This design comes from an exercise in tuning for small area on the open sky130 flow, not from production work. The RTL was checked by simulation tests, not by an equivalence proof against the original design. Power figures rest on the tool's default switching activity, not on a simulated workload.

Design lbus_rx_top, start of the top module:
module lbus_rx_top #(
	parameter int rx_input_reg = 0,
	parameter int big_endian = 1
) (
	input logic rx_clk,
	input logic rst_n,
	input logic [lbus_rx_pkg::seg_count*lbus_rx_pkg::seg_bytes*8-1:0] rx_lbus_data,
	input logic [lbus_rx_pkg::seg_count-1:0] rx_lbus_ena,
	input logic [lbus_rx_pkg::seg_count-1:0] rx_lbus_eop,
	input logic [lbus_rx_pkg::seg_count*lbus_rx_pkg::mty_width-1:0] rx_lbus_mty,
	input logic [lbus_rx_pkg::seg_count-1:0] rx_lbus_err,
	output logic [lbus_rx_pkg::beat_bytes*8-1:0] m_axis_tdata,
	output logic [lbus_rx_pkg::beat_bytes-1:0] m_axis_tkeep,
	output logic m_axis_tlast,
	output logic m_axis_tvalid,
	output logic m_axis_tuser
);
	localparam int seg_count = lbus_rx_pkg::seg_count;
	logic [seg_count-1:0] ena_1, ena_2;
	logic [seg_count*4-1:0] cnt_1, cnt_2;
	logic last_1, last_2;
	logic user_1, user_2;
	logic pkt_err;
	logic any_valid;
	logic any_last;
	logic any_err;
	assign any_valid = |rx_lbus_ena;
	assign any_last = |(rx_lbus_ena & rx_lbus_eop);
	assign any_err = |(rx_lbus_ena & rx_lbus_err);
	lbus_seg_decode i_decode (
		.rx_clk(rx_clk),
		.rst_n(rst_n),
		.rx_lbus_data(rx_lbus_data),
		.beat_data(m_axis_tdata)
	);
	always_ff @(posedge rx_clk) begin
		for (int k = 0; k < seg_count; k++)
			cnt_1[4*k +: 4] <= rx_lbus_mty[4*k +: 4] & {4{rx_lbus_eop[k]}};
  ...
Size in the first run: roughly 1200 cells after synthesis, roughly 1100 flip-flops, about 22000 um^2 of cells after synthesis.
==> flow/config.mk <==
export PLATFORM = sky130hd
export DESIGN_NAME = lbus_rx_top
export DESIGN_NICKNAME = lbus_rx_top
export VERILOG_FILES = /design/flow/design.v
export SDC_FILE = /design/flow/constraint.sdc
export NUM_CORES = 4
export LEC_CHECK = 0
export CAP_MARGIN = 20
export CORE_AREA = 5 5 415 415
export DIE_AREA = 0 0 420 420
export SLEW_MARGIN = 20
==> flow/constraint.sdc <==
create_clock -name core_clock -period 3.5 [get_ports {rx_clk}]
set_input_delay 0.7000 -clock core_clock [delete_from_list [all_inputs] [get_ports {rx_clk}]]
set_output_delay 0.7000 -clock core_clock [all_outputs]
set_load 0.01 [all_outputs]
standard.sh (not shown) runs the stock make flow with config.mk's settings and CLKGATE_MAP_FILE= SYNTH_SCRIPT=/design/flow/synth_recipe.tcl, a recipe that flattens the netlist after the stock synthesis.
==> flow/flow/run.sh <==
#!/bin/bash
# The standard layout, with the port buffers and the clock tree built from
# small cells. Runs in the standard flow's work folder; each tool's output goes to a log here.
set -euo pipefail
export BUFFER_PORTS_ARGS="-buffer_cell sky130_fd_sc_hd__buf_1"
export CTS_ARGS="-sink_clustering_enable -repair_clock_nets -dont_use_dummy_load -buf_list {sky130_fd_sc_hd__clkbuf_4 sky130_fd_sc_hd__clkbuf_8} -sink_clustering_size 20 -sink_clustering_max_diameter 60"
bash standard.sh finish > standard.log 2>&1
Then changed:
--- a/flow/flow/run.sh
+++ b/flow/flow/run.sh
@@ -6 +6 @@
-export CTS_ARGS="-sink_clustering_enable -repair_clock_nets -dont_use_dummy_load -buf_list {sky130_fd_sc_hd__clkbuf_4 sky130_fd_sc_hd__clkbuf_8} -sink_clustering_size 20 -sink_clustering_max_diameter 60"
+export CTS_ARGS="-sink_clustering_enable -repair_clock_nets -dont_use_dummy_load -root_buf sky130_fd_sc_hd__clkbuf_16 -buf_list {sky130_fd_sc_hd__clkbuf_8} -sink_clustering_size 20 -sink_clustering_max_diameter 60"
--- a/flow/config.mk
+++ b/flow/config.mk
@@ -7,0 +8 @@
+export ABC_AREA = 1
@@ -9,2 +10,2 @@
-export CORE_AREA = 5 5 415 415
-export DIE_AREA = 0 0 420 420
+export CORE_AREA = 5 5 385 385
+export DIE_AREA = 0 0 390 390
The new run passed the timing, DRC and antenna checks.
Combinational power shrinks by well over a third.
Die area went down by roughly a tenth.
Wire length came out lower by roughly a tenth.
Then changed:
==> flow/run.sh (new file) <==
#!/bin/bash
# synth_recipe.tcl (not shown) runs the flow's synth.tcl, then flattens the netlist and writes it again
# the make line also repeats each setting of config.mk as NAME=value (left out here)
make -C /OpenROAD-flow-scripts/flow DESIGN_CONFIG=/design/flow/config.mk WORK_HOME=/design/flow/orfs CLKGATE_MAP_FILE= SYNTH_SCRIPT=/design/flow/synth_recipe.tcl finish
--- a/flow/config.mk
+++ b/flow/config.mk
@@ -8 +7,0 @@
-export ABC_AREA = 1
@@ -10,2 +9,2 @@
-export CORE_AREA = 5 5 385 385
-export DIE_AREA = 0 0 390 390
+export CORE_AREA = 5 5 415 415
+export DIE_AREA = 0 0 420 420
removed: flow/flow/run.sh
removed: flow/standard.sh
Outcome:
- clock skew came out lower by 21 ps
- synthesized area stays flat
- total power came out higher by a quarter to a third
- synthesized cell count came out lower by a few percent
- cell area came out higher by a quarter to a third
Then changed:
==> flow/flow/run.sh (new file) <==
#!/bin/bash
# The standard layout, with the port buffers and the clock tree built from
# small cells. Runs in the standard flow's work folder; each tool's output goes to a log here.
set -euo pipefail
export BUFFER_PORTS_ARGS="-buffer_cell sky130_fd_sc_hd__buf_1"
export CTS_ARGS="-sink_clustering_enable -repair_clock_nets -dont_use_dummy_load -root_buf sky130_fd_sc_hd__clkbuf_16 -buf_list {sky130_fd_sc_hd__clkbuf_8 sky130_fd_sc_hd__clkbuf_16} -sink_clustering_size 24 -sink_clustering_max_diameter 80"
bash standard.sh finish > standard.log 2>&1
==> flow/standard.sh (new file) <==
#!/bin/bash
# synth_recipe.tcl (not shown) runs the flow's synth.tcl, then flattens the netlist and writes it again
# the make line also repeats each setting of config.mk as NAME=value (left out here)
make -C /OpenROAD-flow-scripts/flow DESIGN_CONFIG=/design/flow/config.mk WORK_HOME=/design/flow/orfs CLKGATE_MAP_FILE= SYNTH_SCRIPT=/design/flow/synth_recipe.tcl "${@:-finish}"
--- a/flow/config.mk
+++ b/flow/config.mk
@@ -7,0 +8 @@
+export ABC_AREA = 1
@@ -9,2 +10,2 @@
-export CORE_AREA = 5 5 415 415
-export DIE_AREA = 0 0 420 420
+export CORE_AREA = 5 5 385 385
+export DIE_AREA = 0 0 390 390
removed: flow/run.sh
Result: The changed run went through all stages and came out clean; global-route usage hardly moves; clock power decreases by 40%; worst setup slack gets better by 800 ps; maximum frequency climbs by 31%; combinational power decreases by 47%.

-- separate check: timing with driven ports --
The results above use ideal ports. As a check the final layouts listed here were re-extracted and re-timed, cells and wires unchanged. Step 1 assumes that a clkbuf_16 drives the clock port and a buf_2 every other input. Step 2 also shifts input and output timing later by t, the mid clock arrival at the registers, as if the neighbouring blocks saw the same clock. a / b / c = no drivers / after step 1 / after step 2; a / b = the first two.
run | t, ns | setup slack, ns | worst hold slack (ns) | worst register clock-pin slew, ns | cell pins on the clock port's net
the first run | 0.821 | 0.566 / 0.512 / 1.333 | 0.195 / 0.172 / 0.259 | 0.12 / 0.12 | 1
the second run | 0.673 | 0.977 / 0.919 / 1.592 | 0.105 / 0.073 / 0.267 | 0.11 / 0.11 | 1
the third run | 0.768 | 0.170 / 0.112 / 0.880 | 0.284 / 0.268 / 0.290 | 0.07 / 0.07 | 1
the fourth run | 0.681 | 0.966 / 0.907 / 1.589 | 0.108 / 0.076 / 0.277 | 0.09 / 0.09 | 1
After both steps setup and hold are still met in every run listed.
